Source: an optimization exercise on an open RTL-to-GDS flow (aim: small area, a short achievable clock period and few clock cycles per item). Production flows keep margins and buffers that such runs may drop.
At most, simulation tests tie the RTL to the original design; equivalence was not proved.
Only the layout flow was run in runs 3 and 4; the RTL was not checked for function there.
Power figures rest on the tool's default switching activity, not on a simulated workload.

$ cat flow/design.v
package lbmm_pkg;
  localparam int CFG_W     = 13;
  localparam int CFG_IDX_W = 1;
  localparam int PIX_W     = 8;
  localparam int MEAN_W    = 8;
  localparam int COORD_W   = 9;
  localparam int SUM_W     = 14;    
  localparam int BC_W      = 7;     
  localparam int BR_W      = 9;     
  localparam int MAX_WIDTH  = 1024;
  localparam int MAX_HEIGHT = 4096;
  localparam logic [CFG_W-1:0] RST_FRAME_WIDTH  = 13'd640;
  localparam logic [CFG_W-1:0] RST_FRAME_HEIGHT = 13'd480;
endpackage
module lbmm_ram (
  input  logic       clk,
  input  logic [9:0] len,        
  input  logic [1:0] wdigit,
  output logic [1:0] rdigit
);
  logic [9:0] segsel;
  always_ff @(posedge clk) begin
    if (len >= 10'd497) begin
      segsel <= {1'b1, 9'(len - 10'd497)};
    end else begin
      segsel <= {1'b0, len[8:0]};
    end
  end
  logic [1:0] s497 [497];
  logic [1:0] s256 [256];
  logic [1:0] s128 [128];
  logic [1:0] s64  [64];
  logic [1:0] s32  [32];
  logic [1:0] s16  [16];
  logic [1:0] s8   [8];
  logic [1:0] s4   [4];
  logic [1:0] s2   [2];
  logic [1:0] s1;
  logic [1:0] c497, c256, c128, c64, c32, c16, c8, c4, c2, c1;
  assign c497 = segsel[9] ? s497[496] : wdigit;
  assign c256 = segsel[8] ? s256[255] : c497;
  assign c128 = segsel[7] ? s128[127] : c256;
  assign c64  = segsel[6] ? s64[63]   : c128;
  assign c32  = segsel[5] ? s32[31]   : c64;
  assign c16  = segsel[4] ? s16[15]   : c32;
  assign c8   = segsel[3] ? s8[7]     : c16;
  assign c4   = segsel[2] ? s4[3]     : c8;
  assign c2   = segsel[1] ? s2[1]     : c4;
  assign c1   = segsel[0] ? s1        : c2;
  always_ff @(posedge clk) begin
    s497[0] <= wdigit;
    for (int i = 1; i < 497; i++) s497[i] <= s497[i-1];
    s256[0] <= c497;
    for (int i = 1; i < 256; i++) s256[i] <= s256[i-1];
    s128[0] <= c256;
    for (int i = 1; i < 128; i++) s128[i] <= s128[i-1];
    s64[0] <= c128;
    for (int i = 1; i < 64; i++) s64[i] <= s64[i-1];
    s32[0] <= c64;
    for (int i = 1; i < 32; i++) s32[i] <= s32[i-1];
    s16[0] <= c32;
    for (int i = 1; i < 16; i++) s16[i] <= s16[i-1];
    s8[0] <= c16;
    for (int i = 1; i < 8; i++) s8[i] <= s8[i-1];
    s4[0] <= c8;
    for (int i = 1; i < 4; i++) s4[i] <= s4[i-1];
    s2[0] <= c4;
    s2[1] <= s2[0];
    s1 <= c2;
  end
  assign rdigit = c1;
endmodule
module lbmm_div (
  input  logic        clk,
  input  logic        rst_n,
  input  logic        load_hdr,
  input  logic [6:0]  divisor,      
  input  logic [6:0]  bc,
  input  logic [8:0]  br,
  input  logic        last,
  input  logic        load_sum,
  input  logic [13:0] dividend,
  output logic        free,
  input  logic        out_ready,
  output logic        out_valid,
  output logic [8:0]  out_block_column,
  output logic [8:0]  out_block_row,
  output logic [7:0]  out_mean_luma,
  output logic        out_frame_last
);
  logic [5:0] rem_r;
  logic [7:0] q_r;
  logic [6:0] d_r;
  logic [7:0] d3_r;
  logic [2:0] cnt_r;
  logic       busy_r, valid_r;
  logic [6:0] bc_r;
  logic [8:0] br_r;
  logic       last_r;
  logic [7:0] t;
  logic [8:0] s1, s2, s3;
  logic [5:0] rnx;
  logic [1:0] qd;
  always_comb begin
    t  = {rem_r, q_r[7:6]};
    s1 = {1'b0, t} - {2'b00, d_r};
    s2 = {1'b0, t} - {1'b0, d_r, 1'b0};
    s3 = {1'b0, t} - {1'b0, d3_r};
    if (!s3[8]) begin
      qd  = 2'd3;
      rnx = s3[5:0];
    end else if (!s2[8]) begin
      qd  = 2'd2;
      rnx = s2[5:0];
    end else if (!s1[8]) begin
      qd  = 2'd1;
      rnx = s1[5:0];
    end else begin
      qd  = 2'd0;
      rnx = t[5:0];
    end
  end
  always_ff @(posedge clk) begin
    if (!rst_n) begin
      busy_r  <= 1'b0;
      valid_r <= 1'b0;
      cnt_r   <= '0;
    end else if (load_sum) begin
      busy_r  <= 1'b1;
      cnt_r   <= '0;
    end else if (busy_r) begin
      cnt_r <= cnt_r + 3'd1;
      if (cnt_r == 3'd4) begin
        busy_r  <= 1'b0;
        valid_r <= 1'b1;
      end
    end else if (out_ready) begin
      valid_r <= 1'b0;
    end
  end
  always_ff @(posedge clk) begin
    if (!rst_n) begin
      q_r    <= '0;
      bc_r   <= '0;
      br_r   <= '0;
      last_r <= 1'b0;
    end else begin
      if (load_hdr) begin
        bc_r   <= bc;
        br_r   <= br;
        last_r <= last;
      end
      if (load_sum) begin
        q_r <= dividend[7:0];
      end else if (busy_r && (cnt_r != '0)) begin
        q_r <= {q_r[5:0], qd};
      end
    end
  end
  always_ff @(posedge clk) begin
    if (load_hdr) begin
      d_r <= divisor;
    end
    if (load_sum) begin
      rem_r <= dividend[13:8];
    end else if (busy_r) begin
      if (cnt_r == '0) begin
        d3_r <= 8'({1'b0, d_r} + {d_r, 1'b0});
      end else begin
        rem_r <= rnx;
      end
    end
  end
  assign free             = ~busy_r & ~valid_r;
  assign out_valid        = valid_r;
  assign out_block_column = {2'b00, bc_r};
  assign out_block_row    = br_r;
  assign out_mean_luma    = q_r;
  assign out_frame_last   = last_r;
endmodule
module lbmm_ctrl (
  input  logic       clk,
  input  logic       rst_n,
  input  logic       hold,          
  input  logic       in_valid,
  output logic       in_ready,
  output logic       cfg_ready,     
  input  logic [7:0] in_pixel,
  input  logic       in_frame_start,
  input  logic       consume,       
  output logic       a_valid,
  output logic [7:0] a_pixel,
  output logic       a_first
);
  logic       a_v_r, s_v_r, rdy_r, crdy_r;
  logic [7:0] a_pix_r, s_pix_r;
  logic       a_fs_r, s_fs_r;
  logic       nfs_r, in_first;    
  logic       take, a_free;
  logic       a_v_nxt, s_v_nxt;
  assign take   = in_valid & rdy_r;
  assign a_free = ~a_v_r | consume;
  always_comb begin
    if (a_free) begin
      a_v_nxt = s_v_r | take;
      s_v_nxt = s_v_r & take;
    end else begin
      a_v_nxt = 1'b1;
      s_v_nxt = s_v_r | take;
    end
  end
  assign in_first = in_frame_start | nfs_r;
  always_ff @(posedge clk) begin
    if (!rst_n) begin
      nfs_r <= 1'b1;
    end else if (take) begin
      nfs_r <= 1'b0;
    end
  end
  always_ff @(posedge clk) begin
    if (!rst_n) begin
      a_v_r    <= 1'b0;
      s_v_r    <= 1'b0;
      rdy_r    <= 1'b0;
      crdy_r   <= 1'b0;
    end else begin
      a_v_r    <= a_v_nxt;
      s_v_r    <= s_v_nxt;
      rdy_r    <= ~(a_v_nxt & s_v_nxt) & ~hold;
      crdy_r   <= ~(a_v_nxt | s_v_nxt);
    end
  end
  always_ff @(posedge clk) begin
    if (a_free) begin
      if (s_v_r) begin
        a_pix_r <= s_pix_r;
        a_fs_r  <= s_fs_r;
      end else begin
        a_pix_r <= in_pixel;
        a_fs_r  <= in_first;
      end
    end
    if ((a_free & s_v_r) | (~a_free & ~s_v_r)) begin
      s_pix_r <= in_pixel;
      s_fs_r  <= in_first;
    end
  end
  assign in_ready  = rdy_r;
  assign cfg_ready = crdy_r;
  assign a_valid  = a_v_r;
  assign a_pixel  = a_pix_r;
  assign a_first  = a_fs_r;
endmodule
module lbmm_dp (
  input  logic        clk,
  input  logic        rst_n,
  input  logic        cfg_valid,
  input  logic        cfg_index,
  input  logic [12:0] cfg_data,
  output logic        cfg_busy,
  input  logic        a_valid,
  input  logic [7:0]  a_pixel,
  input  logic        a_first,
  output logic        consume,
  input  logic        out_ready,
  output logic        out_valid,
  output logic [8:0]  out_block_column,
  output logic [8:0]  out_block_row,
  output logic [7:0]  out_mean_luma,
  output logic        out_frame_last
);
  logic        cfg_v_r, cfg_i_r;
  logic [12:0] cfg_d_r;
  logic [9:0]  wm1;
  logic [11:0] hm1;
  always_ff @(posedge clk) begin
    cfg_v_r <= cfg_valid;
    cfg_i_r <= cfg_index;
    cfg_d_r <= cfg_data;
  end
  always_comb begin
    if (cfg_d_r == '0)                    wm1 = '0;
    else if (cfg_d_r > 13'd1024)          wm1 = 10'd1023;
    else                                  wm1 = 10'(cfg_d_r - 13'd1);
    if (cfg_d_r == '0)                    hm1 = '0;
    else if (cfg_d_r > 13'd4096)          hm1 = 12'd4095;
    else                                  hm1 = 12'(cfg_d_r - 13'd1);
  end
  logic [6:0] last_bc_r;
  logic [2:0] last_rx_r;
  logic [8:0] last_br_r;
  logic [2:0] last_ry_r;
  logic       l0, b0, w1, h1;
  always_ff @(posedge clk) begin
    if (!rst_n) begin
      last_bc_r <= 7'd79;
      last_rx_r <= 3'd7;
      last_br_r <= 9'd59;
      last_ry_r <= 3'd7;
    end else if (cfg_v_r) begin
      if (cfg_i_r == 1'b0) begin
        last_bc_r <= wm1[9:3];
        last_rx_r <= wm1[2:0];
      end else begin
        last_br_r <= hm1[11:3];
        last_ry_r <= hm1[2:0];
      end
    end
  end
  logic [6:0] dll_r;
  always_ff @(posedge clk) begin
    dll_r <= 7'((4'(last_rx_r) + 4'd1) * (4'(last_ry_r) + 4'd1));
  end
  always_ff @(posedge clk) begin
    l0 <= (last_bc_r == '0);
    b0 <= (last_br_r == '0);
    w1 <= (last_bc_r == '0) & (last_rx_r == '0);
    h1 <= (last_br_r == '0) & (last_ry_r == '0);
  end
  assign cfg_busy = cfg_v_r;
  logic [6:0] ph_t_r;
  logic [2:0] ph_p_r;
  logic       run_r;
  logic       proc;
  logic [6:0] ph_t_n;
  logic [2:0] ph_p_n;
  always_ff @(posedge clk) begin
    if (!rst_n || cfg_v_r) begin
      run_r <= 1'b0;
    end else if (proc) begin
      run_r <= 1'b1;
    end
  end
  always_comb begin
    if (!(run_r || proc)) begin
      ph_t_n = '0;
      ph_p_n = '0;
    end else if ((ph_t_r == last_bc_r) && (ph_p_r == last_rx_r)) begin
      ph_t_n = '0;
      ph_p_n = '0;
    end else if (ph_p_r == 3'd7) begin
      ph_t_n = ph_t_r + 7'd1;
      ph_p_n = '0;
    end else begin
      ph_t_n = ph_t_r;
      ph_p_n = ph_p_r + 3'd1;
    end
  end
  always_ff @(posedge clk) begin
    ph_t_r <= ph_t_n;
    ph_p_r <= ph_p_n;
  end
  logic [2:0] rx_r, ry_r;
  logic [6:0] bc_r;
  logic [8:0] br_r;
  logic       lt_r, lb_r;      
  logic       re_r, ce_r;      
  logic       le_r, be_r;      
  logic       z_r;             
  logic       eq_r, ge_r, eq1_r, ph0_r, ph1_r;
  logic [2:0] rx, ry;
  logic [6:0] bc;
  logic [8:0] br;
  logic       lt, lb, re, ce, le, be, z;
  logic       inw, late, emit, p_ok, short_r;
  logic       defer_r, div_free;
  logic [6:0] divisor;
  logic [2:0] rx_n, ry_n;
  logic [6:0] bc_n;
  logic [8:0] br_n;
  logic       lt_n, lb_n, re_n, ce_n, le_n, be_n;
  always_comb begin
    if (a_first) begin
      rx = '0; ry = '0; bc = '0; br = '0;
      lt = l0; lb = b0;
      re = w1; ce = w1;
      le = h1; be = h1;
      z  = 1'b1;
    end else begin
      rx = rx_r; ry = ry_r; bc = bc_r; br = br_r;
      lt = lt_r; lb = lb_r;
      re = re_r; ce = ce_r;
      le = le_r; be = be_r;
      z  = z_r;
    end
    if (a_first) begin
      inw  = ph0_r;
      late = ~short_r & ph1_r;
    end else begin
      inw  = eq_r & ge_r;
      late = ~short_r & eq1_r;
    end
    emit    = ce & be;
    proc    = a_valid & (lt | inw | late) & p_ok;
    case ({lt, lb})
      2'b00:   divisor = 7'd64;
      2'b10:   divisor = {(4'(last_rx_r) + 4'd1), 3'b000};
      2'b01:   divisor = {(4'(last_ry_r) + 4'd1), 3'b000};
      default: divisor = dll_r;
    endcase
  end
  always_comb begin
    rx_n = rx; ry_n = ry; bc_n = bc; br_n = br;
    lt_n = lt; lb_n = lb;
    re_n = re; ce_n = ce; le_n = le; be_n = be;
    if (re) begin
      rx_n = '0;
      bc_n = '0;
      lt_n = l0;
      re_n = w1;
      ce_n = w1;
      if (le) begin
        ry_n = '0;
        br_n = '0;
        lb_n = b0;
        le_n = h1;
        be_n = h1;
      end else if (ry == 3'd7) begin
        ry_n = '0;
        br_n = br + 9'd1;
        lb_n = (br_n == last_br_r);
        le_n = lb_n & (last_ry_r == '0);
        be_n = le_n;
      end else begin
        ry_n = ry + 3'd1;
        le_n = lb & (ry_n == last_ry_r);
        be_n = (ry_n == 3'd7) | le_n;
      end
    end else if (rx == 3'd7) begin
      rx_n = '0;
      bc_n = bc + 7'd1;
      lt_n = (bc_n == last_bc_r);
      re_n = lt_n & (last_rx_r == '0);
      ce_n = re_n;
    end else begin
      rx_n = rx + 3'd1;
      re_n = lt & (rx_n == last_rx_r);
      ce_n = (rx_n == 3'd7) | re_n;
    end
  end
  logic [6:0] bc_d;
  logic [2:0] rx_d;
  assign bc_d = proc ? bc_n : bc_r;
  assign rx_d = proc ? rx_n : rx_r;
  always_ff @(posedge clk) begin
    eq_r  <= (ph_t_n == bc_d);
    ge_r  <= (ph_p_n >= rx_d);
    eq1_r <= (ph_t_n == (bc_d + 7'd1));
    ph0_r <= (ph_t_n == 7'd0);
    ph1_r <= (ph_t_n == 7'd1);
  end
  always_ff @(posedge clk) begin
    if (proc) begin
      rx_r <= rx_n; ry_r <= ry_n; bc_r <= bc_n; br_r <= br_n;
      lt_r <= lt_n; lb_r <= lb_n;
      re_r <= re_n; ce_r <= ce_n; le_r <= le_n; be_r <= be_n;
      z_r  <= (rx_n == '0) & (ry_n == '0);
    end
  end
  assign consume = proc;
  logic        wb_load, sr_load;
  logic [7:0]  wb_dly_r;
  logic        b_v_r, b_lt_r, b_in_r, b_late_r, b_z_r, b_emit_r;
  logic        b_wbl_r, b_srl_r;
  logic [7:0]  b_pix_r;
  logic        hdr_load, dfr_load;
  always_ff @(posedge clk) begin
    short_r <= (last_bc_r == 7'd1);
  end
  assign wb_load = (ph_p_r == 3'd7) && (ph_t_r != last_bc_r);
  assign sr_load = short_r ? wb_load : wb_dly_r[7];
  always_ff @(posedge clk) begin
    wb_dly_r <= {wb_dly_r[6:0], wb_load};
    b_wbl_r  <= wb_load;
    b_srl_r  <= sr_load;
    b_lt_r   <= lt;
    b_in_r   <= ~lt & inw;
    b_late_r <= ~lt & ~inw;
    b_z_r    <= z;
    b_pix_r  <= a_pixel;
    if (!rst_n) begin
      b_v_r    <= 1'b0;
      b_emit_r <= 1'b0;
    end else begin
      b_v_r    <= proc;
      b_emit_r <= hdr_load & ~dfr_load;
    end
  end
  logic [1:0]  rdigit;
  logic [13:0] dser_r, wb_r, sr_r, rlast_r;
  logic [10:0] acc_r, acc_n;
  logic        ignw_r, ignw_n;
  logic [13:0] base, padd, total, fin;
  logic        b_in, b_late;
  assign b_in   = b_v_r & b_in_r;
  assign b_late = b_v_r & b_late_r;
  always_comb begin
    if (b_lt_r)      base = rlast_r;
    else if (b_in_r) base = 14'(acc_r);
    else             base = wb_r;
    padd   = (b_z_r ? 14'd0 : base) + 14'(b_pix_r);
    acc_n  = b_in ? padd[10:0] : acc_r;
    ignw_n = ignw_r | (b_in & b_z_r);
    total  = b_in ? (((ignw_r | b_z_r) ? 14'd0 : dser_r) + (b_z_r ? 14'd0 : 14'(acc_r))
                     + 14'(b_pix_r))
                  : ((ignw_r ? 14'd0 : dser_r) + 14'(acc_r));
    fin    = b_late ? padd : wb_r;
  end
  always_ff @(posedge clk) begin
    dser_r <= {rdigit, dser_r[13:2]};
    acc_r  <= b_wbl_r ? 11'd0 : acc_n;
    ignw_r <= b_wbl_r ? 1'b0 : ignw_n;
    if (b_wbl_r) begin
      wb_r <= total;
    end else if (b_late) begin
      wb_r <= padd;
    end
    if (b_srl_r) begin
      sr_r <= short_r ? total : fin;
    end else begin
      sr_r <= {2'b00, sr_r[13:2]};
    end
    if (b_v_r & b_lt_r) begin
      rlast_r <= padd;
    end
  end
  lbmm_ram u_ring (
    .clk    (clk),
    .len    ({last_bc_r, last_rx_r} - (short_r ? 10'd7 : 10'd15)),
    .wdigit (sr_r[1:0]),
    .rdigit (rdigit)
  );
  logic        can_emit;
  logic [8:0]  d_br_r;
  logic        d_last_r, d_lb_r;
  logic [6:0]  ld_div, ld_bc;
  logic [8:0]  ld_br;
  logic        ld_last;
  assign can_emit = div_free & ~b_emit_r;
  assign p_ok     = lt ? ~defer_r : (~emit | (can_emit & ~defer_r));
  assign dfr_load = defer_r & can_emit & ~(b_v_r & b_lt_r);
  assign hdr_load = dfr_load | (proc & emit & can_emit);
  always_ff @(posedge clk) begin
    if (!rst_n) begin
      defer_r <= 1'b0;
    end else if (defer_r) begin
      defer_r <= ~dfr_load;
    end else begin
      defer_r <= proc & emit & lt & ~can_emit;
    end
  end
  always_ff @(posedge clk) begin
    if (~defer_r) begin
      d_br_r   <= br;
      d_last_r <= re & le;
      d_lb_r   <= lb;
    end
  end
  always_comb begin
    if (dfr_load) begin
      ld_div  = d_lb_r ? dll_r : {(4'(last_rx_r) + 4'd1), 3'b000};
      ld_bc   = last_bc_r;
      ld_br   = d_br_r;
      ld_last = d_last_r;
    end else begin
      ld_div  = divisor;
      ld_bc   = bc;
      ld_br   = br;
      ld_last = re & le;
    end
  end
  lbmm_div u_div (
    .clk              (clk),
    .rst_n            (rst_n),
    .load_hdr         (hdr_load),
    .divisor          (ld_div),
    .bc               (ld_bc),
    .br               (ld_br),
    .last             (ld_last),
    .load_sum         (b_emit_r | dfr_load),
    .dividend         (dfr_load ? rlast_r : (b_in_r ? total : padd)),
    .free             (div_free),
    .out_ready        (out_ready),
    .out_valid        (out_valid),
    .out_block_column (out_block_column),
    .out_block_row    (out_block_row),
    .out_mean_luma    (out_mean_luma),
    .out_frame_last   (out_frame_last)
  );
endmodule
module luma_block_mean_mosaic (
  input  logic                           clk,
  input  logic                           rst_n,
  input  logic                           in_valid,
  output logic                           in_ready,
  input  logic [lbmm_pkg::PIX_W-1:0]     in_pixel,
  input  logic                           in_frame_start,
  output logic                           out_valid,
  input  logic                           out_ready,
  output logic [lbmm_pkg::COORD_W-1:0]   out_block_column,
  output logic [lbmm_pkg::COORD_W-1:0]   out_block_row,
  output logic [lbmm_pkg::MEAN_W-1:0]    out_mean_luma,
  output logic                           out_frame_last,
  input  logic                           cfg_valid,
  output logic                           cfg_ready,
  input  logic [lbmm_pkg::CFG_IDX_W-1:0] cfg_index,
  input  logic [lbmm_pkg::CFG_W-1:0]     cfg_data
);
  logic       consume, cfg_busy, a_valid, a_first;
  logic [7:0] a_pixel;
  lbmm_ctrl u_ctrl (
    .clk            (clk),
    .rst_n          (rst_n),
    .hold           (cfg_busy),
    .in_valid       (in_valid),
    .in_ready       (in_ready),
    .cfg_ready      (cfg_ready),
    .in_pixel       (in_pixel),
    .in_frame_start (in_frame_start),
    .consume        (consume),
    .a_valid        (a_valid),
    .a_pixel        (a_pixel),
    .a_first        (a_first)
  );
  lbmm_dp u_dp (
    .clk              (clk),
    .rst_n            (rst_n),
    .cfg_valid        (cfg_valid & cfg_ready),
    .cfg_index        (cfg_index),
    .cfg_data         (cfg_data),
    .cfg_busy         (cfg_busy),
    .a_valid          (a_valid),
    .a_pixel          (a_pixel),
    .a_first          (a_first),
    .consume          (consume),
    .out_ready        (out_ready),
    .out_valid        (out_valid),
    .out_block_column (out_block_column),
    .out_block_row    (out_block_row),
    .out_mean_luma    (out_mean_luma),
    .out_frame_last   (out_frame_last)
  );
endmodule
$ cat flow/flow/run.sh
#!/bin/bash
# Standard ORFS layout, with repair_timing asked for extra setup margin so
# that it keeps improving paths well below the design's clock period.
set -euo pipefail
bash standard.sh SETUP_SLACK_MARGIN=8.6 finish > standard_flow.log 2>&1
$ cat flow/standard.sh
#!/bin/bash
# synth_recipe.tcl (not shown) runs the flow's synth.tcl, then flattens the netlist and writes it again
# the make line also repeats each setting of config.mk as NAME=value (left out here)
make -C /OpenROAD-flow-scripts/flow DESIGN_CONFIG=/design/flow/config.mk WORK_HOME=/design/flow/orfs CLKGATE_MAP_FILE= SYNTH_SCRIPT=/design/flow/synth_recipe.tcl "${@:-finish}"
$ cat flow/config.mk
export PLATFORM = sky130hd
export DESIGN_NAME = luma_block_mean_mosaic
export DESIGN_NICKNAME = luma_block_mean_mosaic
export VERILOG_FILES = /design/flow/design.v
export SDC_FILE = /design/flow/constraint.sdc
export NUM_CORES = 4
export LEC_CHECK = 0
export CAP_MARGIN = 20
export CORE_MARGIN = 2
export CORE_UTILIZATION = 55
export CTS_CLUSTER_DIAMETER = 100
export CTS_CLUSTER_SIZE = 25
export PLACE_DENSITY = 0.65
export SLEW_MARGIN = 20
export SYNTH_MEMORY_MAX_BITS = 4096
$ cat flow/constraint.sdc
create_clock -name core_clock -period 12.0 [get_ports {clk}]
set_input_delay 2.4000 -clock core_clock [delete_from_list [all_inputs] [get_ports {clk}]]
set_output_delay 2.4000 -clock core_clock [all_outputs]
set_load 0.01 [all_outputs]
==> flow_summary.json, run 1 <==
{
  "grt_pass1_wl_mm": 128,
  "gr-total-overflow": 0,
  "startpoint_type": "flop",
  "hold_viol": 0,
  "root_buffer": "clkbuf_16",
  "finalCritPeriodShare_pct": 30.4,
  "most-common-layout-cells": "dfxtp_1 (2,176), nand2_1 (155), nor2_1 (150), inv_1 (110), clkbuf_16 (105)",
  "layout_min_cycle_time_ps": 3650,
  "drive_gt1_share_pct": 8.74,
  "cts_max_level": 3,
  "antenna_found_initial": 1,
  "hold-worst-slack_ps": 311,
  "clk_pin_slew_worst_paths_ps": 110,
  "grtUsageTotal_pct": 14.8,
  "reg2reg_depth": 13,
  "clk_latency_ps": 710,
  "endpoint_kind": "primary output",
  "r2r-start": "u_dp.b_z_r$_SDFF_PP1_",
  "synth_seq_cells": 2297,
  "critPathMaxFanout": 3,
  "stdcell_area_sq_um": 62600,
  "crit_buf_inv": 1,
  "setup_tns_ps": 0,
  "fin_nets": 4086,
  "ys_warn_count": 13,
  "critPathMaxStageDelay_ps": 370,
  "wl_per_cell_um": 14.9,
  "hold_path_class": "reg -> reg",
  "ant_nets": 0,
  "regToRegEndpoint": "u_dp.u_div.rem_r[5]$_DFFE_PP_",
  "ys.flop_type": "dfxtp_1",
  "path_class": "reg -> out",
  "ir_drop_mv": 0.150,
  "fp.dieW_um": 326,
  "drcViolationCount": 0,
  "wl_mm": 79.5,
  "io_pins": 58,
  "syn_to_final_growth_pct": 9.85,
  "netlist_instances": 3819,
  "async_flop_share_pct": 0,
  "port_buffers": 55,
  "place_congestion": 0.854,
  "hold_path_depth": 0,
  "avgSynthCellArea_sq_um": 14.9,
  "die_h_um": 326,
  "rows": 118,
  "dp_hpwl_mm": 47.5,
  "slowest_stage": "dfxtp_2",
  "hp-start": "u_dp.u_ring.s64[2][0]$_DFF_P_",
  "tritoncts": "done",
  "path_cells": "buf_8",
  "crit_start": "u_dp.u_div.q_r[5]$_SDFFE_PN0P_",
  "placed_area_sq_um": 59100,
  "design.core.area_sq_um": 103000,
  "drt-initial-drc-count": 1397,
  "ys_types": 96,
  "cts-buffers-inserted": 101,
  "firstDrtPassIters": 5,
  "rsz0062_at_grt": "yes",
  "final_common_cell": "dfxtp_1",
  "vias_per_cell": 4.68,
  "setup_viol": 0,
  "leakagePower_nw": 25.1,
  "max-slew-margin-rel_pct": 39.0,
  "drv_slew": 0,
  "netlist_area_sq_um": 57000,
  "synth-edff-count": 83,
  "grt_pass1_vias": 24100,
  "utilization_pct": 60.7,
  "n_fill_cell": 7880,
  "clk_path_buf_depth": 3,
  "cts_sinks": 2297,
  "holdPathEnd": "u_dp.u_ring.s64[3][0]$_DFF_P_",
  "worst_pin_slew_ps": 913,
  "dr_total_vias": 25000,
  "seq_area_frac_synth_pct": 82.1,
  "skew_ps": 43.1,
  "r2r_slack_ps": 8440,
  "status": "complete, no violations",
  "dieArea_sq_um": 106000,
  "path_delay_family": "flip-flops",
  "n_antenna_cell": 0,
  "fmax_ghz": 0.274,
  "power.density_nw_per_um2": 193,
  "grt_max_degree": 53,
  "arrival_ps": 1250,
  "required_ps": 9600,
  "start_util_pct": 55.2,
  "max_cap_violations": 0
}
## repair_timing
action | in CTS | in global routing
hold buffers | 0 | 0
resized for setup | 226 | 49
setup buffers | 21 | 17
cloned | 1 | 4
setup endpoints to repair | 85 | 80
pin swaps | 10 | 15
## cells by family (layout without fill, tap and decap cells)
family,after synthesis,after routing,share of synthesized area [%]
flip-flops,2297,2297,82.1
AO/OA/AOI/OAI,409,409,4.96
other,1,2,0.00658
adder cells (fa/ha/maj),115,115,2.78
XOR/XNOR,137,137,2.14
multiplexers,94,94,1.75
AND/OR/NAND/NOR,556,556,4.73
buffers and inverters,210,347,1.49
## state kept, by name, indices dropped and copies added (netlist names), 9 cells and up
name / flops
u_dp.acc_r: 11
u_dp.br_r: 9
u_dp.cfg_d_r: 13
u_dp.d_br_r: 9
u_dp.dser_r: 14
u_dp.last_br_r: 9
u_dp.rlast_r: 14
u_dp.sr_r: 14
u_dp.u_div.br_r: 9
u_dp.u_ring.s128: 256
u_dp.u_ring.s16: 32
u_dp.u_ring.s256: 512
u_dp.u_ring.s32: 64
u_dp.u_ring.s497: 994
u_dp.u_ring.s64: 128
u_dp.u_ring.s8: 16
u_dp.u_ring.segsel: 10
u_dp.wb_r: 14
## layout make-up
class | instances | area [sq um] | area share (%)
clock inverter | 6 | 103 | 0.164
tap | 1380 | 1730 | 2.76
clock buffer | 111 | 2560 | 4.10
timing repair buffer | 112 | 1200 | 1.91
sequential | 2297 | 46900 | 74.9
inverter | 118 | 445 | 0.712
multi-input combinational | 1313 | 9670 | 15.4
## power breakdown
part           switching [W]  internal (W)
clock network        0.00213       0.00153
registers           0.000117       0.00789
logic               0.000229      0.000185
## through the flow
stage                     setup slack [ps]  power (W)  cells
after CTS                             8300     0.0122   5316
after global placement                7890    0.00856   5177
final                                 8350     0.0121   5337
after detailed placement              7860    0.00857   5177
after global routing                  8290     0.0126   5337
after floorplan                       8570    0.00843   3820
## layer usage
layer,routed length [um],track usage (%)
met5,0,0
met4,2360,5.16
met3,3390,3.09
met2,32600,21.2
met1,41100,22.4
## synthesized netlist by cell type, types with 14 or more instances
cell type | number | area [sq um]
nor3_1 | 38 | 190
a31oi_1 | 19 | 119
edfxtp_1 | 83 | 2490
inv_1 | 114 | 428
nor2_1 | 152 | 571
xnor2_1 | 80 | 701
ha_1 | 96 | 1200
a21oi_1 | 107 | 536
nand3_1 | 28 | 140
mux2_2 | 31 | 349
a22oi_1 | 19 | 143
nand2_1 | 155 | 582
mux2i_1 | 60 | 601
a211oi_1 | 34 | 255
nand2b_1 | 37 | 231
o211ai_1 | 15 | 113
xor2_1 | 55 | 482
nand4_1 | 17 | 106
dfxtp_1 | 2214 | 44300
o31ai_1 | 15 | 113
fa_1 | 19 | 380
nor2b_1 | 48 | 300
a221o_1 | 19 | 190
o21ai_0 | 67 | 335
a21o_1 | 14 | 105
clkbuf_1 | 65 | 244
## how the worst max path moves through the flow
stage	endpoint	slack, ps	cells after the start
3_3_place_gp	u_dp.last_ry_r[2]$_SDFFE_PN1P_	7890	4
5_1_grt	u_dp.u_div.rem_r[5]$_DFFE_PP_	8290	15
3_5_place_dp	u_dp.u_div.d_r[3]$_DFFE_PP_	7860	8
6_report	out_mean_luma[5]	8350	1
4_1_cts	out_block_column[4]	8300	1
2_1_floorplan	u_dp.u_div.rem_r[5]$_DFFE_PP_	8570	16
Testbench counts, summed over its fixed seeds: cycles 130,123, pixels 130,066.
==> inputs of run 2 (changes only) <==
--- a/flow/config.mk
+++ b/flow/config.mk
@@ -9,6 +9,6 @@
 export CORE_MARGIN = 2
-export CORE_UTILIZATION = 55
+export CORE_UTILIZATION = 35
 export CTS_CLUSTER_DIAMETER = 100
 export CTS_CLUSTER_SIZE = 25
-export PLACE_DENSITY = 0.65
+export PLACE_DENSITY = 0.5
 export SLEW_MARGIN = 20
==> run 2 against run 1 <==
Effect of this change:
- cell area rose by 2.1%
- count of clock-buffer cells in the layout up 5
- sequential share of layout area fell by 1.6 points
- setup slack improved by 10 ps
- largest power group unchanged
==> flow_summary.json, run 2 <==
{
  "holdPathEnd": "u_dp.u_ring.s32[3][0]$_DFF_P_",
  "fmax_ghz": 0.275,
  "top_regs": "u_dp.u_ring.s497: 994 flops, u_dp.u_ring.s256: 512 flops, u_dp.u_ring.s128: 256 flops",
  "clk_pin_slew_worst_paths_ps": 100,
  "grt_pass1_vias": 24400,
  "rows": 148,
  "root_buffer": "clkbuf_16",
  "seq_area_frac_synth_pct": 82.1,
  "place_congestion": 0.815,
  "fp.dieW_um": 408,
  "netlist_instances": 3819,
  "ys_warn_count": 13,
  "largest_reg_flops": 994,
  "tritoncts": "done",
  "required_ps": 9600,
  "hold_path_depth": 0,
  "yosysTopAreaCellShare_pct": 77.8,
  "max-slew-margin-rel_pct": 27.0,
  "pre_cts_ws_ps": 7560,
  "max_cap_violations": 0,
  "final_common_cell": "dfxtp_1",
  "finalCritPeriodShare_pct": 30.3,
  "regToRegEndpoint": "u_dp.u_div.rem_r[5]$_DFFE_PP_",
  "netlist_area_sq_um": 57000,
  "worst_pin_slew_ps": 1070,
  "setup_viol": 0,
  "regMostFlops": "u_dp.u_ring.s497",
  "wl_mm": 84.5,
  "antenna_found_initial": 0,
  "cp.depth": 1,
  "critPathMaxStageDelay_ps": 370,
  "clk_path_buf_depth": 3,
  "hold_path_class": "reg -> reg",
  "fin_nets": 4096,
  "wl_per_cell_um": 13.7,
  "drv_slew": 0,
  "dp_hpwl_mm": 50.2,
  "utilization_pct": 39.4,
  "r2r-start": "u_dp.b_z_r$_SDFF_PP1_",
  "drive_gt1_share_pct": 9.38,
  "seqCellArea_sq_um": 46900,
  "synthTopCellsByCount": "dfxtp_1 (2,214), nand2_1 (155), nor2_1 (152), inv_1 (114), a21oi_1 (107)",
  "ys_types": 96,
  "async_flop_share_pct": 0,
  "drt-initial-drc-count": 1461,
  "start_util_pct": 35.1,
  "status": "complete, no violations",
  "fin_cells": 6150,
  "gr-total-overflow": 0,
  "slowest_stage": "dfxtp_4",
  "placed_area_sq_um": 60100,
  "drcViolationCount": 0,
  "ys_top_cells_by_area": "dfxtp_1 (78%), edfxtp_1 (4.4%), ha_1 (2.1%)",
  "dp.cells": 5975,
  "avgSynthCellArea_sq_um": 14.9,
  "dr_total_vias": 25100,
  "grt_pass1_wl_mm": 136,
  "synth_most_common_cell": "dfxtp_1",
  "path_delay_family": "flip-flops",
  "cts_sinks": 2297,
  "critPathMaxFanout": 2,
  "endpoint_kind": "primary output",
  "setup_ws_ps": 8360,
  "die_h_um": 408,
  "synth-edff-count": 83,
  "firstDrtPassIters": 5,
  "arrival_ps": 1240,
  "ys.flop_type": "dfxtp_1",
  "reg2reg_depth": 15,
  "cts_max_level": 3,
  "leakagePower_nw": 25.2,
  "multi_input_area_sq_um": 9770,
  "n_fill_cell": 15100,
  "skew_ps": 66.3,
  "clk_latency_ps": 740,
  "ir_drop_mv": 0.110,
  "ant_nets": 0,
  "cts_hold_buffers": 0,
  "startpoint_type": "flop",
  "power.density_nw_per_um2": 192,
  "rsz0062_at_grt": "yes",
  "stdcell_area_sq_um": 63900,
  "io_pins": 58,
  "grtUsageTotal_pct": 10.1,
  "design.core.area_sq_um": 162000,
  "hp-start": "u_dp.u_ring.s32[2][0]$_DFF_P_",
  "most-common-layout-cells": "dfxtp_1 (2,177), nand2_1 (154), nor2_1 (150), inv_1 (110), clkbuf_16 (107)",
  "port_buffers": 55,
  "synth_seq_cells": 2297,
  "cts-buffers-inserted": 102,
  "dieArea_sq_um": 166000,
  "vias_per_cell": 4.09,
  "yosysTopAreaCell": "dfxtp_1",
  "hold_viol": 0,
  "path_cells": "buf_8",
  "layout_min_cycle_time_ps": 3640,
  "r2r_slack_ps": 8580,
  "grt_max_degree": 53,
  "syn_to_final_growth_pct": 12.2,
  "path_class": "reg -> out",
  "setup_tns_ps": 0,
  "crit_buf_inv": 1,
  "n_antenna_cell": 0
}
run 2: through the flow:
step                hold WS (ps)  total power [W]
floorplan                    310          0.00843
global placement             310          0.00857
detailed placement           312          0.00858
CTS                          264           0.0124
global route                 267           0.0128
finish                       279           0.0123
run 2: area by class of cell:
class	instances	share of cell area, %
clock buffers	116	4.11
clock inverters	10	0.329
inverters	118	0.707
multi-input cells	1313	15.3
flip-flops and latches	2297	73.4
well taps	2175	4.26
repair buffers	121	1.97
run 2: worst max-delay path by stage:
stage | start | to | slack (ps)
6_report | u_dp.u_div.q_r[7]$_SDFFE_PN0P_ | out_mean_luma[7] | 8360
4_1_cts | u_dp.u_div.q_r[7]$_SDFFE_PN0P_ | out_mean_luma[7] | 8250
5_1_grt | u_dp.u_div.q_r[7]$_SDFFE_PN0P_ | out_mean_luma[7] | 8240
3_3_place_gp | rst_n | u_dp.last_rx_r[1]$_SDFFE_PN1P_ | 7590
3_5_place_dp | rst_n | u_dp.last_rx_r[1]$_SDFFE_PN1P_ | 7560
2_1_floorplan | u_dp.b_z_r$_SDFF_PP1_ | u_dp.u_div.rem_r[5]$_DFFE_PP_ | 8570
run 2: what timing repair did:
| action | CTS | global route |
|---|---|---|
| setup buffers | 25 | 19 |
| pin swaps | 11 | 22 |
| gates cloned | 1 | 4 |
| resized for setup | 235 | 64 |
| endpoints found under the setup margin | 121 | 83 |
run 2: kinds of logic after synthesis:
| family | after synthesis | synth area share (%) |
|---|---|---|
| DFF | 2297 | 82.1 |
| and+or+nand+nor | 556 | 4.73 |
| AOI/OAI and AO/OA | 409 | 4.96 |
| buffers and inverters | 210 | 1.49 |
| xor gates and xnor gates | 137 | 2.14 |
| adders and majority gates | 115 | 2.78 |
| muxes | 94 | 1.75 |
| other | 1 | 0.00658 |
run 2: layer usage:
layer | GRT usage (%) | wire (um)
met2 | 13.7 | 32500
met4 | 3.63 | 2800
met3 | 2.19 | 3790
met1 | 15.5 | 45300
met5 | 0 | 0
run 2: power by group:
| group | leakage, nW | internal (W) | switching [W] |
|---|---|---|---|
| clock network | 1.37 | 0.00160 | 0.00222 |
| logic | 5.12 | 0.000188 | 0.000242 |
| registers | 18.7 | 0.00789 | 0.000117 |
==> inputs of run 3 (changes only) <==
--- a/flow/design.v
+++ b/flow/design.v
@@ -140,5 +140,6 @@
   end
+  logic [7:0] mean_r;
   always_ff @(posedge clk) begin
     if (!rst_n) begin
-      q_r    <= '0;
+      mean_r <= '0;
       bc_r   <= '0;
@@ -152,6 +153,4 @@
       end
-      if (load_sum) begin
-        q_r <= dividend[7:0];
-      end else if (busy_r && (cnt_r != '0)) begin
-        q_r <= {q_r[5:0], qd};
+      if (busy_r && (cnt_r == 3'd4)) begin
+        mean_r <= {q_r[5:0], qd};
       end
@@ -160,2 +159,9 @@
   always_ff @(posedge clk) begin
+    if (load_sum) begin
+      q_r <= dividend[7:0];
+    end else if (busy_r && (cnt_r != '0)) begin
+      q_r <= {q_r[5:0], qd};
+    end
+  end
+  always_ff @(posedge clk) begin
     if (load_hdr) begin
@@ -177,3 +183,3 @@
   assign out_block_row    = br_r;
-  assign out_mean_luma    = q_r;
+  assign out_mean_luma    = mean_r;
   assign out_frame_last   = last_r;
--- a/flow/config.mk
+++ b/flow/config.mk
@@ -9,6 +9,6 @@
 export CORE_MARGIN = 2
-export CORE_UTILIZATION = 35
+export CORE_UTILIZATION = 55
 export CTS_CLUSTER_DIAMETER = 100
 export CTS_CLUSTER_SIZE = 25
-export PLACE_DENSITY = 0.5
+export PLACE_DENSITY = 0.65
 export SLEW_MARGIN = 20
==> run 3 against run 2 <==
Effect of this change:
- still clean
- sequential share of layout area rose by 1.9 points
- cell count fell by 14%
- critical path depth rose by 15
- count of clock-buffer cells in the layout fell by 1
- clock skew fell by 23 ps
- maximum frequency fell by 0.29%
- critical path type is now reg -> reg
- critical endpoint is now u_dp.u_div.rem_r[1]$_DFFE_PP_
- largest power group unchanged
- highest routed layer unchanged
==> flow_summary.json, run 3 <==
{
  "status": "complete, no violations",
  "dieArea_sq_um": 106000,
  "ys.flop_type": "dfxtp_1",
  "grtUsageTotal_pct": 15.4,
  "hold_path_class": "reg -> reg",
  "power.density_nw_per_um2": 194,
  "tritoncts": "done",
  "gr-total-overflow": 0,
  "vias_per_cell": 4.69,
  "async_flop_share_pct": 0,
  "cts-buffers-inserted": 102,
  "utilization_pct": 61.3,
  "cts_sinks": 2305,
  "netlist_area_sq_um": 56800,
  "setup_tns_ps": 0,
  "leakagePower_nw": 25.1,
  "fin_cells": 5311,
  "final_common_cell": "dfxtp_1",
  "rsz0062_at_grt": "yes",
  "wl_per_cell_um": 15.3,
  "clk_path_buf_depth": 3,
  "grt_pass1_wl_mm": 131,
  "place_congestion": 0.822,
  "cts_max_level": 3,
  "max_cap_violations": 0,
  "regMostFlops": "u_dp.u_ring.s497",
  "io_pins": 58,
  "dr_total_vias": 24900,
  "setup_viol": 0,
  "worst_pin_slew_ps": 1050,
  "power_w": 0.0121,
  "avgSynthCellArea_sq_um": 15.0,
  "multi_input_area_sq_um": 9390,
  "drive_gt1_share_pct": 9.54,
  "ys_types": 81,
  "critPathMaxFanout": 8,
  "top_regs": "u_dp.u_ring.s497: 994 flops, u_dp.u_ring.s256: 512 flops, u_dp.u_ring.s128: 256 flops",
  "ys_warn_count": 13,
  "most-common-layout-cells": "dfxtp_1 (2,176), nand2_1 (146), nor2_1 (137), a21oi_1 (116), clkbuf_16 (104)",
  "rows": 117,
  "seq_area_frac_synth_pct": 82.8,
  "layout_min_cycle_time_ps": 3650,
  "antenna_found_initial": 0,
  "grt_max_degree": 55,
  "startpoint_type": "flop",
  "synth-edff-count": 91,
  "die_h_um": 325,
  "dp.cells": 5131,
  "synthTopCellsByCount": "dfxtp_1 (2,214), nand2_1 (146), nor2_1 (140), a21oi_1 (126), inv_1 (103)",
  "design.core.area_sq_um": 102000,
  "fp.dieW_um": 325,
  "firstDrtPassIters": 6,
  "path_class": "reg -> reg",
  "seqCellArea_sq_um": 47100,
  "hold_path_depth": 0,
  "ir_drop_mv": 0.191,
  "wl_mm": 81.4,
  "grt_pass1_vias": 24200,
  "endpoint_kind": "flop",
  "fmax_ghz": 0.274,
  "syn_to_final_growth_pct": 10.2,
  "drv_slew": 0,
  "arrival_ps": 4180,
  "port_buffers": 55,
  "clk_latency_ps": 710,
  "finalCritPeriodShare_pct": 30.4,
  "hold_viol": 0,
  "fin_nets": 4067,
  "clk_pin_slew_worst_paths_ps": 100,
  "start_util_pct": 55.6,
  "drcViolationCount": 0,
  "largest_reg_flops": 994,
  "max-slew-margin-rel_pct": 29.4,
  "skew_ps": 43.6,
  "dp_hpwl_mm": 48.4,
  "root_buffer": "clkbuf_16",
  "yosysTopAreaCell": "dfxtp_1",
  "netlist_instances": 3782,
  "required_ps": 12540,
  "synth_seq_cells": 2305,
  "ant_nets": 0,
  "yosysTopAreaCellShare_pct": 78.0,
  "ys_top_cells_by_area": "dfxtp_1 (78%), edfxtp_1 (4.8%), ha_1 (2.1%)",
  "drt-initial-drc-count": 1457,
  "n_fill_cell": 7832,
  "reg2reg_depth": 16,
  "synth_most_common_cell": "dfxtp_1"
}
==> run 3: critical path: stages, from the launching register on <==
cell and delay, ps:
dfxtp_4 380, buf_12 140, buf_4 130, nand2b_1 160, fa_1 510, inv_1 40
ha_1 360, o21ai_2 110, a21boi_2 90, o311a_1 340, buf_4 150, buf_6 110
o31ai_4 260, xnor2_2 150, o21ai_2 100, and2_4 170, o311ai_4 270
==> run 3: what timing repair did <==
| item | 4_1_cts | 5_1_grt |
|---|---|---|
| cloned | 3 | 0 |
| buffers inserted | 29 | 25 |
| endpoints found under the setup margin | 95 | 58 |
| pin swaps | 18 | 28 |
| gates resized for setup | 239 | 52 |
| hold buffers | 0 | 0 |
==> run 3: cell families (layout without fill, tap and decap cells) <==
group	after synthesis	count (layout)	synth area share [%]
compound gates	388	388	4.53
xor+xnor	137	137	2.11
fa+ha+maj	115	115	2.78
buf+inv	200	359	1.35
flops	2305	2305	82.8
mux	95	95	1.79
other cells	1	3	0.00660
simple gates	541	541	4.61
==> run 3: worst paths after layout <==
check	from	to	slack, ps
setup / recovery	u_dp.b_z_r$_SDFF_PP1_	u_dp.u_div.rem_r[1]$_DFFE_PP_	8350
setup reg to reg	u_dp.b_z_r$_SDFF_PP1_	u_dp.u_div.rem_r[1]$_DFFE_PP_	8350
hold / removal	u_dp.u_ring.s256[15][1]$_DFF_P_	u_dp.u_ring.s256[16][1]$_DFF_P_	310
hold reg to reg	u_dp.u_ring.s256[15][1]$_DFF_P_	u_dp.u_ring.s256[16][1]$_DFF_P_	310
==> run 3: area by class of cell <==
type,count,share of cell area [%]
diodes,1,0.00400
clock buffers,115,4.22
clock inverters,7,0.110
inverters,111,0.673
multi-input cells,1278,15.0
flip-flops and latches,2305,75.3
well taps,1368,2.73
repair buffers,126,2.00
==> run 3: per-layer routing <==
metal	vias to the layer above	share of wire, %	track usage, %
met5	-	0	0
met4	0	2.6	4.86
met2	466	40	22.0
li1	12600	-	-
met1	11700	52	23.5
met3	136	5.1	3.25
==> run 3: power by group <==
group | internal, W | switching, W | total, W
clock network | 0.00157 | 0.00213 | 0.00371
registers | 0.00792 | 0.000117 | 0.00804
logic | 0.000186 | 0.000220 | 0.000406
total | 0.00968 | 0.00247 | 0.0121
==> run 3: per-stage QoR <==
step | setup WS (ps) | hold slack, ps | cell area [sq um]
after global placement | 7830 | 310 | 58900
after floorplan | 8430 | 310 | 57000
after CTS | 8340 | 313 | 62200
after global routing | 8250 | 325 | 62600
after detailed placement | 7760 | 312 | 58900
final | 8350 | 310 | 62600
==> inputs of run 4 (changes only) <==
--- a/flow/flow/run.sh
+++ b/flow/flow/run.sh
@@ -4,2 +4,2 @@
 set -euo pipefail
-bash standard.sh SETUP_SLACK_MARGIN=8.6 finish > standard_flow.log 2>&1
+bash standard.sh SETUP_SLACK_MARGIN=8.45 finish > standard_flow.log 2>&1
==> run 4 against run 3 <==
Effect of this change:
- via count is 0.55% lower
- maximum frequency is 0.65% higher
- still clean
- non-clock buffer count is 28 lower
- power is 0.19% higher
- setup slack better by 24 ps
- routed wire length is 3.5% lower
- critical path depth is 15 lower
- count of clock-buffer cells in the layout is 3 higher
- clock skew is 5.0 ps lower
- highest routed layer unchanged
==> flow_summary.json, run 4 <==
{
  "status": "complete, no violations",
  "pwr-share-comb_pct": 3.2,
  "place_congestion": 0.849,
  "largest_reg_flops": 994,
  "firstDrtPassIters": 6,
  "start_util_pct": 55.6,
  "multi_input_area_sq_um": 9290,
  "grt_max_degree": 55,
  "hold_path_depth": 0,
  "avgSynthCellArea_sq_um": 15.0,
  "fin_nets": 4039,
  "setup_viol": 0,
  "dp_hpwl_mm": 46.3,
  "crit_buf_inv": 1,
  "drcViolationCount": 0,
  "max-slew-margin-rel_pct": 31.0,
  "final_common_cell": "dfxtp_1",
  "synth-edff-count": 91,
  "yosysTopAreaCellShare_pct": 78.0,
  "fmax_ghz": 0.276,
  "synthTopCellsByCount": "dfxtp_1 (2,214), nand2_1 (146), nor2_1 (140), a21oi_1 (126), inv_1 (103)",
  "cts_max_level": 3,
  "ant_nets": 0,
  "holdPathEnd": "u_dp.u_ring.s128[4][1]$_DFF_P_",
  "netlist_area_sq_um": 56800,
  "gr-total-overflow": 0,
  "synth_top_family_by_area": "simple AND/OR/NAND/NOR gates",
  "clk_path_buf_depth": 3,
  "startpoint_type": "flop",
  "dieArea_sq_um": 106000,
  "max_cap_violations": 0,
  "die_h_um": 325,
  "worst_pin_slew_ps": 1030,
  "switchingPower_w": 0.00248,
  "yosys.area_share.simple_pct": 4.61,
  "critPathMaxFanout": 2,
  "yosysTopAreaCell": "dfxtp_1",
  "p_int_w": 0.00969,
  "wl_mm": 78.5,
  "sw_frac_of_total_pct": 20.4,
  "synth_fa_ha_area_share_pct": 2.78,
  "regToRegEndpoint": "u_dp.u_div.rem_r[5]$_DFFE_PP_",
  "ir_drop_mv": 0.156,
  "synth_most_common_cell": "dfxtp_1",
  "ys_warn_count": 13,
  "root_buffer": "clkbuf_16",
  "n_antenna_cell": 0,
  "drv_slew": 0,
  "drive_gt1_share_pct": 8.28,
  "ys_top_cells_by_area": "dfxtp_1 (78%), edfxtp_1 (4.8%), ha_1 (2.1%)",
  "path_delay_family": "flip-flops",
  "clock_power_share_pct": 30.8,
  "grtUsageTotal_pct": 14.8,
  "clk_latency_ps": 720,
  "placed_area_sq_um": 58900,
  "io_pins": 58,
  "power.density_nw_per_um2": 195,
  "vias_per_cell": 4.69,
  "path_class": "reg -> out",
  "stdcell_area_sq_um": 62400,
  "drt-initial-drc-count": 1327,
  "seqCellArea_sq_um": 47100,
  "endpoint_kind": "primary output",
  "ys_types": 81,
  "most-common-layout-cells": "dfxtp_1 (2,179), nand2_1 (146), nor2_1 (139), a21oi_1 (121), clkbuf_16 (106)",
  "synth_seq_cells": 2305,
  "clk_pin_slew_worst_paths_ps": 120,
  "tritoncts": "done",
  "crit_start": "u_dp.u_div.bc_r[3]$_SDFFE_PN0P_",
  "dr_total_vias": 24800,
  "hold_viol": 0,
  "hold_path_class": "reg -> reg",
  "regMostFlops": "u_dp.u_ring.s497",
  "seqPwrFrac_pct": 66.0,
  "r2r-start": "u_dp.b_z_r$_SDFF_PP1_",
  "async_flop_share_pct": 0,
  "grt_pass1_wl_mm": 127,
  "leakagePower_nw": 25.0,
  "design.core.area_sq_um": 102000,
  "port_buffers": 55,
  "syn_to_final_growth_pct": 9.76,
  "seq_area_frac_synth_pct": 82.8,
  "grt_pass1_vias": 24000,
  "antenna_found_initial": 0,
  "synth_compound_area_share_pct": 4.53,
  "rows": 117,
  "arrival_ps": 1230,
  "slowest_stage": "dfxtp_4",
  "finalCritPeriodShare_pct": 30.2,
  "rsz0062_at_grt": "yes",
  "critPathMaxStageDelay_ps": 380,
  "setup_tns_ps": 0,
  "synth.area.mux_share_pct": 1.79,
  "r2r_slack_ps": 8390,
  "path_cells": "buf_6",
  "required_ps": 9600,
  "cts_sinks": 2305,
  "cts-buffers-inserted": 102,
  "top_regs": "u_dp.u_ring.s497: 994 flops, u_dp.u_ring.s256: 512 flops, u_dp.u_ring.s128: 256 flops",
  "synthXorXnorAreaFrac_pct": 2.11,
  "netlist_instances": 3782,
  "n_fill_cell": 7772,
  "fp.dieW_um": 325,
  "skew_ps": 38.7,
  "layout_min_cycle_time_ps": 3630,
  "wl_per_cell_um": 14.9,
  "cp.depth": 1,
  "ys.flop_type": "dfxtp_1",
  "reg2reg_depth": 16,
  "hp-start": "u_dp.u_ring.s128[3][1]$_DFF_P_"
}
-- run 4: cell counts after synthesis --
Identical to the previous run, type by type.
-- run 4: kinds of logic (layout without fill, tap and decap cells) --
family	Yosys count	count (layout)
adders and majority gates	115	115
buffers and inverters	200	332
other	1	2
AOI/OAI and AO/OA	388	388
and+or+nand+nor	541	541
xor gates and xnor gates	137	137
muxes	95	95
DFF	2305	2305
-- run 4: cell type report --
type | instances | area share [%]
Clock buffer | 118 | 4.29
Clock inverter | 5 | 0.159
Inverter | 111 | 0.672
Multi-Input combinational cell | 1278 | 14.9
Sequential cell | 2305 | 75.6
Tap cell | 1368 | 2.74
Timing Repair Buffer | 98 | 1.66
-- run 4: how the worst max path moves through the flow --
stage	endpoint
2_1_floorplan	u_dp.u_div.rem_r[5]$_DFFE_PP_
3_3_place_gp	u_dp.u_div.rem_r[5]$_DFFE_PP_
3_5_place_dp	u_dp.wb_r[13]$_DFF_P_
4_1_cts	out_block_column[5]
5_1_grt	u_dp.u_div.rem_r[5]$_DFFE_PP_
6_report	out_block_column[3]
-- run 4: layer usage --
| layer | track usage (%) | vias up | wire [um] |
|---|---|---|---|
| met4 | 5.51 | 0 | 2350 |
| met1 | 22.6 | 11600 | 41500 |
| li1 | - | 12600 | - |
| met2 | 21.1 | 443 | 31400 |
| met5 | 0 | - | 0 |
| met3 | 2.53 | 147 | 3350 |
-- run 4: repair_timing --
item	CTS	global route
cloned	3	1
buffers inserted	11	14
hold buffers	0	0
endpoints found under the setup margin	72	60
resized for setup	224	44
pin swaps	14	27
-- run 4: power by group through the flow --
stage	clock network (W)	registers (W)	logic (W)
finish	0.00375	0.00803	0.000385
global placement	0	0.00821	0.000352
floorplan	0	0.00815	0.000283
detailed placement	0	0.00821	0.000357
CTS	0.00390	0.00804	0.000373
global route	0.00417	0.00806	0.000428
-- run 4: metrics by stage --
stage               total power (W)  util [%]  setup slack (ps)  cells  hold WS (ps)
floorplan                   0.00844         -              8420   3783           310
global placement            0.00856      57.6              7920   5131           310
detailed placement          0.00857      57.6              7840   5131           312
CTS                          0.0123      60.7              8210   5268           318
global route                 0.0127      61.0              8240   5283           331
finish                       0.0122      61.0              8370   5283           314

==> port drivers added, routing unchanged <==
In the flow no input, the clock included, has a driving cell. The finished layouts below were timed again as built, in two steps.
Step 1, drivers: a clkbuf_16 drives clk and a buf_2 each remaining input, both assumed.
Step 2 adds t to the input delays and takes it off the output delays; t is the mean of the earliest and latest rising clock arrival at the registers after step 1. Input paths then give back, and output paths get back, about the clock's delay inside the block.
Three values: ideal, step 1, step 2; two values: the first two.
run	shift t [ns]	setup WS [ns]	worst setup path at the end
run 1	0.758	8.351 / 8.283 / 8.243	input to register
run 2	0.780	8.362 / 8.286 / 8.319	input to register
run 3	0.758	8.351 / 8.338 / 8.241	input to register
run 4	0.766	8.375 / 8.304 / 8.011	input to register
After both steps every run listed still meets setup and hold. For run 4, which loses most, drivers alone change the setup slack by -0.071 ns; drivers and shift together by -0.364 ns.
